This design comes from an exercise in tuning for small area, a short achievable clock period and few clock cycles per item on the open sky130 flow, not from production work.
At most, simulation tests tie the RTL to the original design; equivalence was not proved.
Power is estimated from default activity; no workload was simulated.

==> flow/design.v <==
package mmq_pkg;
    localparam logic [1:0] MODE_LEARN  = 2'd0;
    localparam logic [1:0] MODE_ENCODE = 2'd1;
    localparam logic [1:0] MODE_DECODE = 2'd2;
    localparam logic [7:0]  CODE_MAX = 8'd254;
    localparam logic [7:0]  CODE_BAD = 8'd255;
endpackage
import mmq_pkg::*;
module mmq_add #(parameter int N = 32) (
    input  logic [N-1:0] a,
    input  logic [N-1:0] b,
    input  logic         cin,
    output logic [N-1:0] s
);
    localparam int L = $clog2(N);
    logic [N-1:0] g [0:2*L];
    logic [N-1:0] p [0:2*L];
    logic [N:0]   c;
    always_comb begin
        g[0] = a & b;
        p[0] = a ^ b;
        for (int l = 0; l < L; l++) begin
            g[l+1] = g[l];
            p[l+1] = p[l];
            for (int i = 0; i < N; i++) begin
                if (((i + 1) % (2 << l)) == 0) begin
                    g[l+1][i] = g[l][i] | (p[l][i] & g[l][i - (1 << l)]);
                    p[l+1][i] = p[l][i] & p[l][i - (1 << l)];
                end
            end
        end
        for (int l = L - 1; l >= 1; l--) begin
            g[2*L-l] = g[2*L-l-1];
            p[2*L-l] = p[2*L-l-1];
            for (int i = 0; i < N; i++) begin
                if (((i + 1) % (1 << l)) == (1 << (l - 1)) && i >= (1 << l)) begin
                    g[2*L-l][i] = g[2*L-l-1][i] | (p[2*L-l-1][i] & g[2*L-l-1][i - (1 << (l - 1))]);
                    p[2*L-l][i] = p[2*L-l-1][i] & p[2*L-l-1][i - (1 << (l - 1))];
                end
            end
        end
        c[0] = cin;
        for (int i = 0; i < N; i++) c[i+1] = g[2*L-1][i] | (p[2*L-1][i] & cin);
        s = p[0] ^ c[N-1:0];
    end
endmodule
module minmax_two_level_quantizer_core (
    input  logic               aclk,
    input  logic               aresetn,
    input  logic               s_valid,
    output logic               s_ready,
    input  logic [1:0]         s_mode,
    input  logic               s_first,
    input  logic signed [31:0] s_sample,
    input  logic [7:0]         s_coarse_in,
    input  logic [7:0]         s_fine_in,
    output logic               m_valid,
    input  logic               m_ready,
    output logic [7:0]         m_coarse_code,
    output logic [7:0]         m_fine_code,
    output logic signed [31:0] m_value,
    output logic               m_error
);
    localparam logic [2:0] ST_IDLE = 3'd0;
    localparam logic [2:0] ST_ENC  = 3'd1;
    localparam logic [2:0] ST_DEC  = 3'd2;
    localparam logic [2:0] ST_DFIN = 3'd4;
    localparam logic [19:0] DIV = 20'd65025;
    logic [2:0]         st_reg;
    logic [5:0]         cnt_reg;
    logic               ei_reg;
    logic               ecin_reg;
    logic signed [31:0] lo_reg, hi_reg;
    logic [39:0]        rem_reg;
    logic [31:0]        x_reg;
    logic [15:0]        p_reg;
    logic [17:0]        p3_reg;
    logic               dfst_reg;
    logic [3:0]         vo_reg;
    logic [7:0]         est_reg;
    logic               err_reg;
    logic               mv_reg;
    logic               vsel_reg;
    logic               csel_reg;
    logic [2:0]         st_next;
    logic [5:0]         cnt_next;
    logic               ei_next;
    logic               ecin_next;
    logic signed [31:0] lo_next, hi_next;
    logic [39:0]        rem_next;
    logic [31:0]        x_next;
    logic [15:0]        p_next;
    logic               dfst_next;
    logic [3:0]         vo_next;
    logic [7:0]         est_next;
    logic               err_next;
    logic               mv_next;
    logic               vsel_next;
    logic               csel_next;
    logic               idle, accept;
    logic [19:0]        dr_w;
    logic               below, above;
    logic [32:0]        off_w;
    logic [15:0]        pair_w;
    assign idle    = (st_reg == ST_IDLE);
    assign s_ready = idle && (!mv_reg || m_ready);
    assign accept  = s_valid && s_ready;
    assign off_w   = {s_sample[31], s_sample} - {lo_reg[31], lo_reg};
    assign below   = off_w[32];
    assign above   = s_sample > hi_reg;
    logic          eq_lo, eq_hi, rz;
    assign eq_lo   = (s_sample == lo_reg);
    assign eq_hi   = (s_sample == hi_reg);
    assign rz      = (hi_reg == lo_reg);
    assign pair_w  = ({s_coarse_in, 8'b0} - {8'b0, s_coarse_in}) + {8'b0, s_fine_in};
    logic        rinv;
    logic [31:0] ra_w, rb_w;
    logic        rcin;
    logic [31:0] rs_w;
    logic [31:0] rq_w;
    assign rinv = (st_reg == ST_DEC) || (st_reg == ST_DFIN);
    assign ra_w = rinv ? ~x_reg : hi_reg;
    assign rb_w = (st_reg == ST_DEC) ? 32'd1 : lo_reg;
    assign rcin = !((st_reg == ST_DFIN) && !dr_w[19]);
    mmq_add #(32) u_radd (.a(ra_w), .b(~rb_w), .cin(rcin), .s(rs_w));
    assign rq_w = rinv ? ~rs_w : rs_w;
    logic [32:0] ea_w, eb_w;
    logic [33:0] es_w;
    logic        efit;
    logic [31:0] estep_w;
    assign ea_w    = ei_reg ? {1'b0, rem_reg[31:0]} : {rem_reg[31:0], p_reg[7]};
    assign eb_w    = ei_reg ? {9'b0, rem_reg[31:8]} : {1'b0, x_reg};
    mmq_add #(34) u_eadd (.a({1'b0, ea_w}), .b({1'b1, ~eb_w}), .cin(ecin_reg), .s(es_w));
    assign efit    = !es_w[33];
    assign estep_w = (efit || ei_reg) ? es_w[31:0] : ea_w[31:0];
    logic [19:0] da0, da1, da2, ds1, dk1, dm, ds2, dk2;
    logic [2:0]  dd;
    logic [17:0] p3_w;
    assign p3_w = {1'b0, p_reg, 1'b0} + {2'b0, p_reg};
    always_comb begin
        da0 = {rem_reg[17:0], 2'b00};
        da1 = {rem_reg[37:20], 2'b00};
        da2 = ({20{vo_reg[1]}} & {4'd0, p_reg})
            | ({20{vo_reg[2]}} & {3'd0, p_reg, 1'b0})
            | ({20{vo_reg[3]}} & {2'd0, p3_reg});
        dd  = est_reg[7] ? 3'd0 : est_reg[6:4];
        ds1 = da0 ^ da1 ^ da2;
        dk1 = {(da0[18:0] & da1[18:0]) | (da0[18:0] & da2[18:0]) | (da1[18:0] & da2[18:0]), 1'b0};
        case (dd)
            3'd0: dm = 20'd0;
            3'd1: dm = 20'(-20'd65025);
            3'd2: dm = 20'(-20'd130050);
            3'd3: dm = 20'(-20'd195075);
            3'd4: dm = 20'(-20'd260100);
            3'd5: dm = 20'(-20'd325125);
            3'd6: dm = 20'(-20'd390150);
            default: dm = 20'(-20'd455175);
        endcase
        ds2 = ds1 ^ dk1 ^ dm;
        dk2 = {(ds1[18:0] & dk1[18:0]) | (ds1[18:0] & dm[18:0]) | (dk1[18:0] & dm[18:0]), 1'b0};
    end
    logic [1:0]  dvs_w, dvn_w;
    logic [7:0]  dev_w, dest_w;
    assign dvs_w  = x_reg[29:28] + {1'b0, dd[2] && (&x_reg[27:0])};
    function automatic logic [7:0] vtop(input logic [1:0] v, input logic [15:0] p,
                                        input logic [17:0] p3);
        case (v)
            2'd0: vtop = 8'd0;
            2'd1: vtop = {4'd0, p[15:12]};
            2'd2: vtop = {3'd0, p[15:11]};
            default: vtop = {2'd0, p3[17:12]};
        endcase
    endfunction
    assign dest_w = {ds2[17:10]} + {dk2[17:10]} + vtop(dvs_w, p_reg, p3_reg);
    logic        dz, dskip8, dskip4;
    assign dr_w   = rem_reg[19:0] + rem_reg[39:20] + 20'(-20'd65025);
    assign dz     = (rem_reg == 40'd0);
    assign dskip8 = dz && (x_reg[31:24] == 8'd0) && (cnt_reg <= 6'd24);
    assign dskip4 = dz && (x_reg[31:28] == 4'd0) && (cnt_reg <= 6'd28);
    always_comb begin
        st_next   = st_reg;
        cnt_next  = '0;
        ei_next   = 1'b0;
        ecin_next = 1'b1;
        lo_next   = lo_reg;
        hi_next   = hi_reg;
        rem_next  = '0;
        x_next    = x_reg;
        p_next    = p_reg;
        dfst_next = 1'b0;
        vo_next   = '0;
        est_next  = '0;
        dvn_w     = 2'd0;
        err_next  = err_reg;
        mv_next   = mv_reg && !m_ready;
        vsel_next = vsel_reg;
        csel_next = csel_reg;
        case (st_reg)
            ST_IDLE: begin
                cnt_next  = '0;
                ei_next   = 1'b1;
                ecin_next = (s_sample[7:0] == lo_reg[7:0]);
                rem_next  = s_mode[1] ? 40'd0 : {8'd0, off_w[31:0]};
                dfst_next = 1'b1;
                if (s_ready) begin
                    x_next = rq_w;
                    p_next = s_mode[1] ? pair_w : {CODE_MAX, 8'd0};
                end
                if (accept) begin
                    err_next  = 1'b0;
                    mv_next   = 1'b1;
                    vsel_next = 1'b0;
                    csel_next = 1'b0;
                    case (s_mode)
                        MODE_LEARN: begin
                            if (s_first) begin
                                lo_next = s_sample;
                                hi_next = s_sample;
                            end else begin
                                if (below) lo_next = s_sample;
                                if (above) hi_next = s_sample;
                            end
                        end
                        MODE_ENCODE: begin
                            if (below || above) begin
                                err_next = 1'b1;
                            end else if (eq_hi && !eq_lo) begin
                                csel_next = 1'b1;
                            end else if (!eq_lo) begin
                                mv_next  = 1'b0;
                                st_next  = ST_ENC;
                            end
                        end
                        MODE_DECODE: begin
                            if (s_coarse_in == CODE_BAD) begin
                                err_next = 1'b1;
                            end else begin
                                mv_next  = 1'b0;
                                st_next  = rz ? ST_DFIN : ST_DEC;
                            end
                        end
                        default: begin
                            err_next = 1'b1;
                        end
                    endcase
                end
            end
            ST_ENC: begin
                cnt_next = cnt_reg + 6'd1;
                ei_next  = (cnt_reg == 6'd8);
                if (cnt_reg == 6'd8)
                    ecin_next = efit ? (es_w[7:0] == 8'd0) : (ea_w[7:0] == 8'd0);
                rem_next = {8'd0, estep_w};
                if (ei_reg) begin
                    p_next = {(cnt_reg[3] && p_reg[7:0] == CODE_BAD) ? CODE_MAX : p_reg[7:0],
                              8'(-rem_reg[7:0])};
                end else begin
                    p_next = {p_reg[15:8], p_reg[6:0], efit};
                end
                if (cnt_reg == 6'd17) begin
                    mv_next   = 1'b1;
                    csel_next = 1'b1;
                    st_next   = ST_IDLE;
                end
            end
            ST_DEC: begin
                if (dskip8) begin
                    cnt_next = cnt_reg + 6'd8;
                    x_next   = {x_reg[23:0], 8'b0};
                    dvn_w    = x_reg[23:22];
                end else if (dskip4) begin
                    cnt_next = cnt_reg + 6'd4;
                    x_next   = {x_reg[27:0], 4'b0};
                    dvn_w    = x_reg[27:26];
                end else if (!dfst_reg) begin
                    cnt_next = cnt_reg + 6'd2;
                    rem_next = {dk2, ds2};
                    x_next   = {dd[2] ? rq_w[29:0] : x_reg[29:0], dd[1:0]};
                    dvn_w    = dvs_w;
                end else begin
                    dvn_w    = x_reg[31:30];
                end
                vo_next = 4'b0001 << dvn_w;
                if (!dskip8 && !dskip4 && !dfst_reg) est_next = dest_w;
                else est_next = vtop(dvn_w, p_reg, p3_w);
                if (cnt_next == 6'd32) st_next = ST_DFIN;
            end
            default: begin  
                x_next    = rq_w;
                mv_next   = 1'b1;
                vsel_next = 1'b1;
                st_next   = ST_IDLE;
            end
        endcase
    end
    always_ff @(posedge aclk) begin
        if (!aresetn) begin
            st_reg <= ST_IDLE;
            lo_reg <= '0;
            hi_reg <= '0;
            mv_reg <= 1'b0;
        end else begin
            st_reg <= st_next;
            lo_reg <= lo_next;
            hi_reg <= hi_next;
            mv_reg <= mv_next;
        end
        cnt_reg  <= cnt_next;
        ei_reg   <= ei_next;
        ecin_reg <= ecin_next;
        rem_reg  <= rem_next;
        x_reg    <= x_next;
        p_reg    <= p_next;
        p3_reg   <= p3_w;
        dfst_reg <= dfst_next;
        vo_reg   <= vo_next;
        est_reg  <= est_next;
        err_reg  <= err_next;
        vsel_reg <= vsel_next;
        csel_reg <= csel_next;
    end
    assign m_valid       = mv_reg;
    assign m_coarse_code = p_reg[15:8] & {8{csel_reg}};
    assign m_fine_code   = p_reg[7:0] & {8{csel_reg}};
    assign m_value       = x_reg & {32{vsel_reg}};
    assign m_error       = err_reg;
endmodule
Settings: LEC_CHECK=0, ABC_AREA=1, CAP_MARGIN=5, CORE_MARGIN=2, CORE_UTILIZATION=45, SETUP_SLACK_MARGIN=4.8, SLEW_MARGIN=5, TNS_END_PERCENT=100; clock period 8.5 ns.
run.sh (not shown) runs the stock make flow with config.mk's settings and CLKGATE_MAP_FILE= SYNTH_SCRIPT=/design/flow/synth_recipe.tcl, a recipe that flattens the netlist after the stock synthesis.
==> next run, changes <==
--- a/flow/design.v
+++ b/flow/design.v
@@ -10,9 +10,10 @@
     input  logic [N-1:0] a,
     input  logic [N-1:0] b,
     input  logic         cin,
-    output logic [N-1:0] s
+    output logic [N-1:0] s,
+    output logic         pall
 );
-    localparam int L = $clog2(N);
+    localparam int L = (N <= 2) ? 1 : (N <= 4) ? 2 : (N <= 8) ? 3 : (N <= 16) ? 4 : (N <= 32) ? 5 : 6;
     logic [N-1:0] g [0:2*L];
     logic [N-1:0] p [0:2*L];
     logic [N:0]   c;
@@ -42,6 +43,7 @@
         c[0] = cin;
         for (int i = 0; i < N; i++) c[i+1] = g[2*L-1][i] | (p[2*L-1][i] & cin);
         s = p[0] ^ c[N-1:0];
+        pall = p[2*L-1][N-1];
     end
 endmodule
 module minmax_two_level_quantizer_core (
@@ -105,13 +107,12 @@
     assign idle    = (st_reg == ST_IDLE);
     assign s_ready = idle && (!mv_reg || m_ready);
     assign accept  = s_valid && s_ready;
-    assign off_w   = {s_sample[31], s_sample} - {lo_reg[31], lo_reg};
+    logic          eq_lo, eq_hi, rz;
+    mmq_add #(33) u_oadd (.a({s_sample[31], s_sample}), .b(~{lo_reg[31], lo_reg}), .cin(1'b1),
+                          .s(off_w), .pall(eq_lo));
     assign below   = off_w[32];
     assign above   = s_sample > hi_reg;
-    logic          eq_lo, eq_hi, rz;
-    assign eq_lo   = (s_sample == lo_reg);
     assign eq_hi   = (s_sample == hi_reg);
-    assign rz      = (hi_reg == lo_reg);
     assign pair_w  = ({s_coarse_in, 8'b0} - {8'b0, s_coarse_in}) + {8'b0, s_fine_in};
     logic        rinv;
     logic [31:0] ra_w, rb_w;
@@ -122,7 +123,7 @@
     assign ra_w = rinv ? ~x_reg : hi_reg;
     assign rb_w = (st_reg == ST_DEC) ? 32'd1 : lo_reg;
     assign rcin = !((st_reg == ST_DFIN) && !dr_w[19]);
-    mmq_add #(32) u_radd (.a(ra_w), .b(~rb_w), .cin(rcin), .s(rs_w));
+    mmq_add #(32) u_radd (.a(ra_w), .b(~rb_w), .cin(rcin), .s(rs_w), .pall(rz));
     assign rq_w = rinv ? ~rs_w : rs_w;
     logic [32:0] ea_w, eb_w;
     logic [33:0] es_w;
@@ -130,13 +131,15 @@
     logic [31:0] estep_w;
     assign ea_w    = ei_reg ? {1'b0, rem_reg[31:0]} : {rem_reg[31:0], p_reg[7]};
     assign eb_w    = ei_reg ? {9'b0, rem_reg[31:8]} : {1'b0, x_reg};
-    mmq_add #(34) u_eadd (.a({1'b0, ea_w}), .b({1'b1, ~eb_w}), .cin(ecin_reg), .s(es_w));
+    mmq_add #(34) u_eadd (.a({1'b0, ea_w}), .b({1'b1, ~eb_w}), .cin(ecin_reg), .s(es_w),
+                          .pall());
     assign efit    = !es_w[33];
     assign estep_w = (efit || ei_reg) ? es_w[31:0] : ea_w[31:0];
     logic [19:0] da0, da1, da2, ds1, dk1, dm, ds2, dk2;
     logic [2:0]  dd;
     logic [17:0] p3_w;
-    assign p3_w = {1'b0, p_reg, 1'b0} + {2'b0, p_reg};
+    mmq_add #(18) u_padd (.a({1'b0, p_reg, 1'b0}), .b({2'b0, p_reg}), .cin(1'b0), .s(p3_w),
+                          .pall());
     always_comb begin
         da0 = {rem_reg[17:0], 2'b00};
         da1 = {rem_reg[37:20], 2'b00};
Effect: Setup slack gets worse by 25 ps; die area shrinks by about 4%; combinational power climbs by about 2%; wire length falls by 8.6%; utilization went up by 0.44 points; final cell count goes down by 3.1%; final area goes down by about 2.4%; clock skew stays flat; register-to-register slack degrades by 200 ps; synthesized cell count falls by about 4.5%.
Testbench counts after the change, summed over its fixed seeds: cycles 35,207, items 3,840.
For the first run of this note, only the layout was checked, not whether the RTL still works.

==> re-timing with driven ports <==
In the flow no input, the clock included, has a driving cell. The finished layouts below were timed again as built, in two steps. Step 1: set_driving_cell puts a clkbuf_16 on aclk and a buf_2 on each other input, an assumption about the parent block. Step 2, shift: input delay + t, output delay - t, t = (earliest + latest rising clock arrival at the registers) / 2. This alone moves slack from input paths to output paths. Slacks: ideal ports / drivers / drivers and shift; pairs: ideal ports / drivers.
| run | shift t [ns] | setup slack, ns | latest minus earliest clock arrival (ns) | slew at the worst register clock pin (ns) | pins driven straight from the clock port |
|---|---|---|---|---|---|
| the first run | 0.567 | 4.696 / 4.664 / 4.289 | 0.014 / 0.014 | 0.09 / 0.09 | 1 |
| the second run | 0.584 | 4.672 / 4.672 / 4.308 | 0.016 / 0.016 | 0.09 / 0.09 | 1 |
After both steps every run listed still meets setup and hold. For the first run, which loses most, drivers alone change the setup slack by -0.032 ns; drivers and shift together by -0.407 ns.
